Source: an optimization exercise on an open RTL-to-GDS flow (aim: small area, a short achievable clock period and few clock cycles per item). Production flows keep margins and buffers that such runs may drop.
Only simulation tests tie the RTL to the original design; equivalence was not proved.

== job 429 ==
// aes_dec_core
module aes_dec_core (
    input  logic         clk,
    input  logic         rst,
    input  logic         start,
    input  logic [127:0] key,
    input  logic [127:0] ciphertext,
    input  logic         step_en,
    output logic         busy,
    output logic         done,
    output logic [127:0] plaintext
);
    function automatic logic [1:0] gf4_mul(input logic [1:0] a, input logic [1:0] b);
        logic t;
        t = a[1] & b[1];
        gf4_mul = {t ^ (a[1] & b[0]) ^ (a[0] & b[1]), t ^ (a[0] & b[0])};
    endfunction
    function automatic logic [3:0] gf16_mul(input logic [3:0] a, input logic [3:0] b);
        logic [1:0] t, u;
        t = gf4_mul(a[3:2], b[3:2]);
        u = gf4_mul(a[3:2] ^ a[1:0], b[3:2] ^ b[1:0]);
        gf16_mul = {u ^ gf4_mul(a[1:0], b[1:0]), {t[0] ^ t[1], t[1]} ^ gf4_mul(a[1:0], b[1:0])};
    endfunction
    function automatic logic [3:0] gf16_inv(input logic [3:0] a);
        case (a)
  ...
For scale: about 7,500 cells after synthesis, about 1,400 flip-flops, about 87,000 um2 of cells after synthesis.
export LEC_CHECK = 0
export CAP_MARGIN = 20
export CELL_PAD_IN_SITES_DETAIL_PLACEMENT = 1
export CELL_PAD_IN_SITES_GLOBAL_PLACEMENT = 2
export CORE_MARGIN = 2
export CORE_UTILIZATION = 40
export CTS_BUF_LIST = sky130_fd_sc_hd__clkbuf_8
export PLACE_DENSITY = 0.55
export SETUP_SLACK_MARGIN = 4.5
export SLEW_MARGIN = 20
create_clock -name core_clock -period 8.0 [get_ports {clk}]
standard.sh (not shown) runs the stock make flow with config.mk's settings and CLKGATE_MAP_FILE= SYNTH_SCRIPT=/design/flow/synth_recipe.tcl, a recipe that flattens the netlist after the stock synthesis.
==> flow/flow/run.sh <==
#!/bin/bash
# Standard ORFS layout, with the synthesis technology mapping done by the ABC
# script in flow/abc_speed.script (area-oriented mapping, then sizing).
set -euo pipefail
cd "$(dirname "${BASH_SOURCE[0]}")/.."
W=$PWD
rm -rf "$W/scripts_own"
cp -r "$FLOW_HOME/scripts" "$W/scripts_own"
cp "$W/flow/abc_speed.script" "$W/scripts_own/abc_speed.script"
bash standard.sh SCRIPTS_DIR="$W/scripts_own" finish > "$W/standard_flow.log" 2>&1
==> flow/flow/abc_speed.script <==
&get -n
&st
&dch -f
&nf
&put
topo
stime -c
buffer -c
upsize -c
dnsize -c
Testbench counts of job 429, summed over its fixed seeds: cycles 6,353, blocks 560.
--- input diff job 429..job 4461 ---
Settings: CTS_BUF_LIST now sky130_fd_sc_hd__clkbuf_4 sky130_fd_sc_hd__clkbuf_8, was sky130_fd_sc_hd__clkbuf_8.
- Job 4461 reports its launching element of the worst setup path as key[119] while job 429 reports p2_r[103].
- Any difference in design area between job 4461 and job 429 is small enough to ignore.
- Count of clock buffers in the final design: job 4461 higher than job 429
- Having completed the whole flow, job 4461 delivered a layout that passed the timing, DRC and antenna checks.
- The final layout from job 429, which completed every stage, passed the timing, DRC and antenna checks at the end of the flow.
- On worst hold slack, job 4461 tracks job 429 almost exactly.
- Job 429 reports its critical path start-end classification as reg -> reg while job 4461 reports in -> reg.
- Total detailed-routing wirelength of job 4461 is on par with job 429.
The following lists how job 588 was set up differently from job 4461:
Settings: changing CTS_BUF_LIST from sky130_fd_sc_hd__clkbuf_4 sky130_fd_sc_hd__clkbuf_8 to sky130_fd_sc_hd__clkbuf_8.
==> flow/flow/run.sh <==
#!/bin/bash
# Standard ORFS layout, with the synthesis technology mapping done by the ABC
# script in flow/abc_speed.script (area-oriented mapping, then sizing), and the
# port buffers made from the small buf_1 cell.
set -euo pipefail
cd "$(dirname "${BASH_SOURCE[0]}")/.."
W=$PWD
rm -rf "$W/scripts_own"
cp -r "$FLOW_HOME/scripts" "$W/scripts_own"
cp "$W/flow/abc_speed.script" "$W/scripts_own/abc_speed.script"
bash standard.sh SCRIPTS_DIR="$W/scripts_own" \
    "BUFFER_PORTS_ARGS=-buffer_cell sky130_fd_sc_hd__buf_1" finish > "$W/standard_flow.log" 2>&1
Job 588 ran to completion and came out clean on the timing, DRC and antenna checks. From job 4461 to job 588, area of the core did not move at all. Job 588 against job 4461: synthesized instance count essentially unchanged; utilization decreased 1.4 points. Job 588: final hold slack is 0.032 ns higher than what job 4461 reported. When job 588 is set beside job 4461, its number of diodes turns out to be 2 smaller. Cell area | job 588 vs job 4461 | job 588 smaller. Looking at startpoint of the most critical setup path, the ra3_r[6] result is from job 588; the key[119] one comes from job 4461.

Another version of the RTL of aes_dec_core (not shown whole).
Size: about 7,300 cells after synthesis, roughly 1,500 flip-flops.
==> flow/config.mk <==
export PLATFORM = sky130hd
export DESIGN_NAME = aes_dec_core
export DESIGN_NICKNAME = aes_dec_core
export VERILOG_FILES = /design/flow/design.v
export SDC_FILE = /design/flow/constraint.sdc
export NUM_CORES = 4
export LEC_CHECK = 0
export CAP_MARGIN = 10
export CELL_PAD_IN_SITES_DETAIL_PLACEMENT = 1
export CELL_PAD_IN_SITES_GLOBAL_PLACEMENT = 2
export CORE_MARGIN = 2
export CORE_UTILIZATION = 40
export PLACE_DENSITY = 0.55
export SETUP_SLACK_MARGIN = 4.5
export SLEW_MARGIN = 10
==> flow/constraint.sdc <==
create_clock -name core_clock -period 8.0 [get_ports {clk}]
set_input_delay 1.6000 -clock core_clock [delete_from_list [all_inputs] [get_ports {clk}]]
set_output_delay 1.6000 -clock core_clock [all_outputs]
set_load 0.01 [all_outputs]
==> flow/flow/run.sh <==
#!/bin/bash
# Standard ORFS layout, with the synthesis technology mapping done by the ABC
# script in flow/abc_speed.script (area-oriented mapping, then sizing).
set -euo pipefail
cd "$(dirname "${BASH_SOURCE[0]}")/.."
W=$PWD
rm -rf "$W/scripts_own"
cp -r "$FLOW_HOME/scripts" "$W/scripts_own"
cp "$W/flow/abc_speed.script" "$W/scripts_own/abc_speed.script"
bash standard.sh SCRIPTS_DIR="$W/scripts_own" finish > "$W/standard_flow.log" 2>&1
Scripts as last shown in full above: flow/flow/abc_speed.script
The baseline ran to the end with no violations.
Testbench counts at the start, summed over its fixed seeds: cycles 6,361, blocks 560.
Rerun with:
--- a/flow/config.mk
+++ b/flow/config.mk
@@ -7,3 +7,3 @@
 export LEC_CHECK = 0
-export CAP_MARGIN = 10
+export CAP_MARGIN = 20
 export CELL_PAD_IN_SITES_DETAIL_PLACEMENT = 1
@@ -14,2 +14,2 @@
 export SETUP_SLACK_MARGIN = 4.5
-export SLEW_MARGIN = 10
+export SLEW_MARGIN = 20
Die area stays the same.
Setup slack is better by 0.0082 ns.
Global-route usage hardly moves.
Clock-buffer cell count grows by 10.

== run 1 ==
aes_dec_core, a different RTL version from the one above (not shown whole).
Size: about 7,300 cells after synthesis, roughly 1,500 flip-flops, roughly 390 I/O pins.
clock: 8.0 ns
lec_check: 0
cap_margin: 20
cell_pad_in_sites_detail_placement: 1
cell_pad_in_sites_global_placement: 2
core_margin: 2
core_utilization: 30
place_density: 0.5
setup_slack_margin: 4.0
slew_margin: 20
Scripts as last shown in full above: flow/flow/run.sh, flow/flow/abc_speed.script
Testbench counts of run 1, summed over its fixed seeds: cycles 6,361, blocks 560.
The inputs of run 2 differ from those of run 1 as listed below.
- swapping 4.0 for 5.0 in SETUP_SLACK_MARGIN
[summary]
- Run comparison: run 1 critical-path cell with the highest stage delay nor3b_2; run 2 critical-path cell with the highest stage delay xor3_4
- Re area share of and/or/nand/nor cells after synthesis: no difference whatsoever between run 2 and run 1.
- Compared with run 1, placement density in the core of run 2 is higher.
- STATUS setup slack after layout: run 2 wins against run 1
- Looking only at post-route clock skew, and setting everything else aside, the higher value of run 2 and run 1 goes to run 2.
- Compared to run 1, run 2 has sequential portion of the cell area 5.2 points lower.
- Taking run 2 as 1.0, run 1 lands at 0.944 on cell count.
- Taking run 1 as the reference point, the minimum setup slack after placement of run 2 rises by 0.79 ns.
- Re pin count of the biggest net entering global routing: run 2 and run 1 aren't equal, and the higher value belongs to run 1.
For run 3, these inputs were changed with respect to run 2:
- changing CORE_UTILIZATION from 30 to 40
- changing SETUP_SLACK_MARGIN from 5.0 to 4.5
- changing PLACE_DENSITY from 0.5 to 0.55
### Flow results
Looking at the reports, run 3 completed the entire flow and the layout it produced met the timing, DRC and antenna checks. Non-clock buffer count, run 3 and run 2: higher on run 2. Run 3 has less setup slack than run 2. Reported for run 3 and run 2, layout inverter count without the clock tree turned out identical to the last digit. Summary of run 3 over run 2: core utilization moved up, worst hold slack moved up. Delta (run 3 minus run 2): wire length reported by the detailed router -about 14%.
--- input diff run 3..run 4 ---
- a change of CORE_UTILIZATION from 40 to 45
## What came out
Via count of the first global-routing pass for run 4: 563 up relative to run 3. As far as area after synthesis goes, run 3 and run 4 are indistinguishable; the numbers are identical. In run 4, the worst path required time came out 0.03 ns below the value in run 3. Run 3 → run 4: fraction of area in clock buffers and inverters lower; insertion delay of the later-clocked pin in the worst-skew pair roughly the same; setup clock skew after layout lower.

== build 61 ==
The RTL this note starts from:
==> flow/design.v <==
module aes_dec_core (
    input  logic         clk,
    input  logic         rst,
    input  logic         start,
    input  logic [127:0] key,
    input  logic [127:0] ciphertext,
    input  logic         step_en,
    output logic         busy,
    output logic         done,
    output logic [127:0] plaintext
);
    function automatic logic [1:0] gf4_mul(input logic [1:0] a, input logic [1:0] b);
        logic t;
        t = a[1] & b[1];
        gf4_mul = {t ^ (a[1] & b[0]) ^ (a[0] & b[1]), t ^ (a[0] & b[0])};
    endfunction
    function automatic logic [3:0] gf16_mul(input logic [3:0] a, input logic [3:0] b);
        logic [1:0] t, u;
        t = gf4_mul(a[3:2], b[3:2]);
        u = gf4_mul(a[3:2] ^ a[1:0], b[3:2] ^ b[1:0]);
        gf16_mul = {u ^ gf4_mul(a[1:0], b[1:0]), {t[0] ^ t[1], t[1]} ^ gf4_mul(a[1:0], b[1:0])};
    endfunction
    function automatic logic [3:0] gf16_inv(input logic [3:0] a);
        case (a)
            4'h0: gf16_inv = 4'h0;
            4'h1: gf16_inv = 4'h1;
            4'h2: gf16_inv = 4'h3;
            4'h3: gf16_inv = 4'h2;
            4'h4: gf16_inv = 4'hf;
            4'h5: gf16_inv = 4'hc;
            4'h6: gf16_inv = 4'h9;
            4'h7: gf16_inv = 4'hb;
            4'h8: gf16_inv = 4'ha;
            4'h9: gf16_inv = 4'h6;
            4'ha: gf16_inv = 4'h8;
            4'hb: gf16_inv = 4'h7;
            4'hc: gf16_inv = 4'h5;
            4'hd: gf16_inv = 4'he;
            4'he: gf16_inv = 4'hd;
            4'hf: gf16_inv = 4'h4;
            default: gf16_inv = 4'h0;
        endcase
    endfunction
    function automatic logic [7:0] gf256_inv(input logic [7:0] a);
        logic [3:0] d;
        d = gf16_inv({a[4] ^ a[3], a[5] ^ a[2] ^ a[3], a[5] ^ a[7] ^ a[1] ^ a[2], a[4] ^ a[5] ^ a[6] ^ a[7] ^ a[0] ^ a[1] ^ a[3]} ^ gf16_mul(a[7:4], a[3:0]));
        gf256_inv = {gf16_mul(a[7:4], d), gf16_mul(a[7:4] ^ a[3:0], d)};
    endfunction
    function automatic logic [7:0] inv_sbox_a(input logic [7:0] x);
        inv_sbox_a = gf256_inv({x[1] ^ x[2] ^ x[6] ^ x[7], ~(x[0] ^ x[3]), x[3] ^ x[4] ^ x[5] ^ x[6], ~(x[1] ^ x[2] ^ x[7]), ~(x[5] ^ x[7]), x[1] ^ x[2] ^ x[6], x[2] ^ x[3] ^ x[5] ^ x[6], x[3]});
    endfunction
    function automatic logic [7:0] inv_sbox_b(input logic [7:0] t);
        inv_sbox_b = {t[1] ^ t[2] ^ t[5], t[2] ^ t[3] ^ t[6] ^ t[7], t[1] ^ t[2] ^ t[5] ^ t[7], t[1] ^ t[3] ^ t[4], t[1] ^ t[4] ^ t[6] ^ t[7], t[1] ^ t[4] ^ t[5], t[4] ^ t[6] ^ t[7], t[0] ^ t[1] ^ t[2] ^ t[4]};
    endfunction
    function automatic logic [7:0] sbox_a(input logic [7:0] x);
        sbox_a = gf256_inv({x[5] ^ x[7], x[1] ^ x[2] ^ x[3] ^ x[4] ^ x[5] ^ x[6], x[1] ^ x[4] ^ x[6] ^ x[7], x[2] ^ x[3] ^ x[4] ^ x[6] ^ x[7], x[1] ^ x[2] ^ x[6] ^ x[7], x[3] ^ x[4] ^ x[6], x[1] ^ x[3], x[0] ^ x[1] ^ x[2] ^ x[3] ^ x[7]});
    endfunction
    function automatic logic [7:0] sbox_b(input logic [7:0] t);
        sbox_b = {t[2] ^ t[7], ~(t[4] ^ t[7]), ~(t[2] ^ t[3] ^ t[7]), t[0] ^ t[2] ^ t[3] ^ t[4] ^ t[5], t[0], t[0] ^ t[1] ^ t[2] ^ t[3] ^ t[4], ~(t[0] ^ t[1] ^ t[3] ^ t[7]), ~(t[0] ^ t[6])};
    endfunction
    function automatic logic [7:0] xtime(input logic [7:0] x);
        xtime = {x[6:0], 1'b0} ^ (x[7] ? 8'h1b : 8'h00);
    endfunction
    function automatic logic [7:0] inv_xtime(input logic [7:0] x);
        inv_xtime = x[0] ? {1'b1, x[7:1] ^ 7'h0d} : {1'b0, x[7:1]};
    endfunction
    function automatic logic [31:0] inv_mix_col(input logic [31:0] col);
        logic [7:0] a0, a1, a2, a3, b0, b1, b2, b3, u, v, t;
        a0 = col[31:24];
        a1 = col[23:16];
        a2 = col[15:8];
        a3 = col[7:0];
        u  = xtime(xtime(a0 ^ a2));
        v  = xtime(xtime(a1 ^ a3));
        b0 = a0 ^ u;
        b1 = a1 ^ v;
        b2 = a2 ^ u;
        b3 = a3 ^ v;
        t  = b0 ^ b1 ^ b2 ^ b3;
        inv_mix_col = {b0 ^ t ^ xtime(b0 ^ b1), b1 ^ t ^ xtime(b1 ^ b2),
                       b2 ^ t ^ xtime(b2 ^ b3), b3 ^ t ^ xtime(b3 ^ b0)};
    endfunction
    function automatic logic [127:0] inv_mix(input logic [127:0] s);
        inv_mix = {inv_mix_col(s[127:96]), inv_mix_col(s[95:64]),
                   inv_mix_col(s[63:32]), inv_mix_col(s[31:0])};
    endfunction
    function automatic logic [127:0] round_a(input logic [127:0] s);
        logic [127:0] o;
        logic [3:0]   dst;
        logic [3:0]   src;
        o = '0;
        for (int i = 0; i < 16; i++) begin
            dst = 4'(i);
            src = {dst[3:2] - dst[1:0], dst[1:0]};
            o[127 - 8*i -: 8] = inv_sbox_a(s[127 - 8*int'(src) -: 8]);
        end
        round_a = o;
    endfunction
    function automatic logic [127:0] round_b(input logic [127:0] p);
        logic [127:0] o;
        o = '0;
        for (int i = 0; i < 16; i++) o[127 - 8*i -: 8] = inv_sbox_b(p[127 - 8*i -: 8]);
        round_b = o;
    endfunction
    function automatic logic [31:0] key_a(input logic [31:0] w);
        key_a = {sbox_a(w[23:16]), sbox_a(w[15:8]), sbox_a(w[7:0]), sbox_a(w[31:24])};
    endfunction
    function automatic logic [31:0] key_b(input logic [31:0] m);
        key_b = {sbox_b(m[31:24]), sbox_b(m[23:16]), sbox_b(m[15:8]), sbox_b(m[7:0])};
    endfunction
    logic [127:0] s_r, p_r, ra_r, rb_r;
    logic [31:0]  m_r;
    logic         a_act_r, b_act_r;
    logic [7:0]   a_rc_r, b_rc_r;
    logic [127:0] k0c_r;           
    logic         kv_r;            
    logic [127:0] pt_r;
    logic         busy_r, done_r;
    logic         x_act_r;         
    logic         x_rdy_r;         
    logic         x_half_r;        
    logic [127:0] x_ct_r;
    logic [127:0] x_k_r;           
    logic [31:0]  x_m_r;
    logic [7:0]   x_rc_r;
    logic [127:0] kdec, z, x_next, ld_src;
    logic [31:0]  x_sub;
    logic         fin, afree, hit, accept, direct, mv, to_x, load;
    assign kdec = {rb_r[127:96] ^ key_b(m_r) ^ {b_rc_r, 24'h0}, rb_r[127:96] ^ rb_r[95:64],
                   rb_r[95:64] ^ rb_r[63:32], rb_r[63:32] ^ rb_r[31:0]};
    assign z    = round_b(p_r) ^ kdec;
    assign fin  = b_act_r && (b_rc_r == 8'h01);
    assign afree = !b_act_r || fin;
    assign x_sub = key_b(x_m_r);
    always_comb begin
        x_next[127:96] = x_k_r[127:96] ^ x_sub ^ {x_rc_r, 24'h0};
        x_next[95:64]  = x_k_r[95:64] ^ x_next[127:96];
        x_next[63:32]  = x_k_r[63:32] ^ x_next[95:64];
        x_next[31:0]   = x_k_r[31:0] ^ x_next[63:32];
    end
    assign hit    = kv_r && (key == k0c_r);
    assign accept = start && !busy_r;
    assign direct = accept && hit && step_en && afree;
    assign to_x   = accept && !direct;
    assign mv     = x_act_r && x_rdy_r && step_en && afree;
    assign load   = direct || mv;
    assign ld_src = mv ? x_ct_r : ciphertext;
    always_ff @(posedge clk) begin
        if (rst) begin
            a_act_r <= 1'b0;
            b_act_r <= 1'b0;
            x_act_r <= 1'b0;
            kv_r    <= 1'b0;
            busy_r  <= 1'b0;
            done_r  <= 1'b0;
        end else begin
            done_r <= step_en && fin;
            if (step_en) begin
                b_act_r <= a_act_r;
                a_act_r <= load || (b_act_r && !fin);
            end
            if (to_x) begin
                x_act_r <= 1'b1;
                kv_r    <= hit;
            end else if (mv) begin
                x_act_r <= 1'b0;
            end else if (x_act_r && !x_rdy_r && step_en && x_half_r && x_rc_r == 8'h36) begin
                kv_r    <= 1'b1;
            end
            busy_r <= to_x || (x_act_r && !mv);
        end
        if (step_en) begin
            p_r    <= round_a(s_r);
            rb_r   <= ra_r;
            m_r    <= key_a(ra_r[31:0] ^ ra_r[63:32]);
            b_rc_r <= a_rc_r;
            if (load) begin
                s_r    <= ld_src ^ x_k_r;
                ra_r   <= x_k_r;
                a_rc_r <= 8'h36;
            end else begin
                s_r    <= inv_mix(z);
                ra_r   <= kdec;
                a_rc_r <= inv_xtime(b_rc_r);
            end
            if (fin) pt_r <= z;
        end
        if (to_x && !hit) x_k_r <= key;
        if (to_x) begin
            x_rdy_r  <= hit;
            x_half_r <= 1'b0;
            x_ct_r   <= ciphertext;
            x_rc_r   <= 8'h01;
            k0c_r    <= key;
        end else if (x_act_r && !x_rdy_r && step_en) begin
            x_half_r <= !x_half_r;
            if (x_half_r) begin
                x_k_r  <= x_next;
                x_rc_r <= xtime(x_rc_r);
                if (x_rc_r == 8'h36) x_rdy_r <= 1'b1;
            end
        end
        if (step_en) x_m_r <= key_a(x_k_r[31:0]);
    end
    assign busy      = busy_r;
    assign done      = done_r;
    assign plaintext = pt_r;
endmodule
==> flow/config.mk <==
export PLATFORM = sky130hd
export DESIGN_NAME = aes_dec_core
export DESIGN_NICKNAME = aes_dec_core
export VERILOG_FILES = /design/flow/design.v
export SDC_FILE = /design/flow/constraint.sdc
export NUM_CORES = 4
export LEC_CHECK = 0
export CAP_MARGIN = 20
export CELL_PAD_IN_SITES_DETAIL_PLACEMENT = 1
export CELL_PAD_IN_SITES_GLOBAL_PLACEMENT = 2
export CORE_MARGIN = 2
export CORE_UTILIZATION = 30
export PLACE_DENSITY = 0.5
export SETUP_SLACK_MARGIN = 3.5
export SLEW_MARGIN = 20
==> flow/constraint.sdc <==
create_clock -name core_clock -period 8.0 [get_ports {clk}]
set_input_delay 1.6000 -clock core_clock [delete_from_list [all_inputs] [get_ports {clk}]]
set_output_delay 1.6000 -clock core_clock [all_outputs]
set_load 0.01 [all_outputs]
Scripts as last shown in full above: flow/flow/run.sh, flow/flow/abc_speed.script
Testbench counts of build 61, summed over its fixed seeds: cycles 6,396, blocks 560.
> inputs changed (build 61 -> build 84)
Settings: changing CORE_UTILIZATION from 30 to 50; changing SETUP_SLACK_MARGIN from 3.5 to 3.2; changing PLACE_DENSITY from 0.5 to 0.7.
Findings:
Of build 61 and build 84, just one finished clean: build 61.
Build 84: complete, dirty (capacitance limit, slew limit)
Looking at final design area excluding fillers across build 61 and build 84, the one that comes out higher is build 61.
Between build 61 and build 84, met3 wirelength from detailed routing is higher for build 84, build 61 comes in under that.
Build 84 ends up with a minimum clock period that is 400 ps higher than in build 61.
[compare] base=build 61 new=build 84: initial antenna violation count now sits lower, post-detailed-routing wire length now sits lower, number of detailed-routing iterations run before antenna repair now sits higher, synthesized cell count now sits at about the same level.
The least setup slack across all paths after layout of build 84 was inferior to that of build 61.
What build 76 does differently from build 84 at the input level:
Settings: PLACE_DENSITY: 0.7 -> 0.5; CORE_UTILIZATION: 50 -> 30.
### Flow results
- Build 76 did not stop at any stage, and its layout met the timing, DRC and antenna checks.
- In build 84 the implementation completed, yet the final layout does not meet the checks, the culprit being capacitance limit, slew limit.
- As of build 76, cell area after layout had risen by a few percent compared to build 84.
- Comparing build 76 and build 84, the higher arrival time at the worst endpoint is on build 84.
- Diff build 76..build 84 | antenna violation net count after detailed routing | unchanged
- Destination of the critical timing path: x_k_r[41] -> build 84, x_ct_r[59] -> build 76
- Of the two values seen for highest layer used for signal routing, met5 was produced by build 76 and met4 by build 84.
- Shortest clock period the worst path allows after layout delta for build 76 relative to build 84: 270 ps lower
- Looking at met2 global-route usage, build 76 sits 14 points below build 84.
## Diff of input files: build 18 against build 76
Settings: a change of SETUP_SLACK_MARGIN from 3.2 to 3.8.
[summary]
- For number of combinational gates with multiple inputs, build 76 and build 18 come out practically identical.
- In build 18, count of clock-buffer cells in the layout is higher than in build 76.
- Comparing build 76 and build 18, the higher worst path buffer plus inverter count was measured on build 76.
- Looking at minimum clock period after layout across build 76 and build 18, the one that comes out higher is build 76.
- Comparing build 76 and build 18, the higher cell count of the worst reg-to-reg path was measured on build 18.
- Build 18 — flip-flop and latch share of the layout cell area 5.4 points lower, build 76 as reference
- Die area delta (build 18 -> build 76): insignificant
- [build 18] global-route wire length before repair rose 6.4% relative to build 76

re-timing with driven ports:
No port has a modelled driver above. Below, the same layouts with a new extraction and two added sets of constraints.
Step 1 assumes that a clkbuf_16 drives the clock port and a buf_2 every other input.
Step 2 adds t to the input delays and takes it off the output delays; t is the mean of the earliest and latest rising clock arrival at the registers after step 1. Input paths then give back, and output paths get back, about the clock's delay inside the block.
Three values: ideal, step 1, step 2; two values: the first two.
| run | t, ns | setup slack, ns | clock arrival spread, ns |
|---|---|---|---|
| job 429 | 1.115 | 4.554 / 4.490 / 3.551 | 0.085 / 0.085 |
| job 4461 | 1.108 | 4.509 / 4.502 / 3.466 | 0.087 / 0.088 |
| job 588 | 1.086 | 4.571 / 4.497 / 3.554 | 0.092 / 0.092 |
| the first run of note 2 | 0.930 | 4.348 / 4.348 / 3.613 | 0.050 / 0.049 |
| the second run of note 2 | 0.933 | 4.356 / 4.356 / 3.638 | 0.032 / 0.032 |
| run 1 | 0.968 | 4.065 / 4.065 / 3.221 | 0.057 / 0.056 |
| run 2 | 0.965 | 4.366 / 4.366 / 4.042 | 0.066 / 0.065 |
| run 3 | 0.923 | 4.337 / 4.337 / 3.722 | 0.038 / 0.038 |
| run 4 | 0.917 | 4.314 / 4.314 / 3.672 | 0.033 / 0.033 |
| build 61 | 0.903 | 3.464 / 3.464 / 2.670 | 0.036 / 0.036 |
| build 84 | 0.867 | 3.067 / 3.138 / 2.272 | 0.039 / 0.039 |
| build 76 | 0.931 | 3.337 / 3.348 / 2.444 | 0.070 / 0.070 |
| build 18 | 0.926 | 3.492 / 3.492 / 2.717 | 0.055 / 0.055 |
The setup slack of job 4461, which loses most, moves by -0.007 ns with the drivers and by -1.043 ns with both steps.
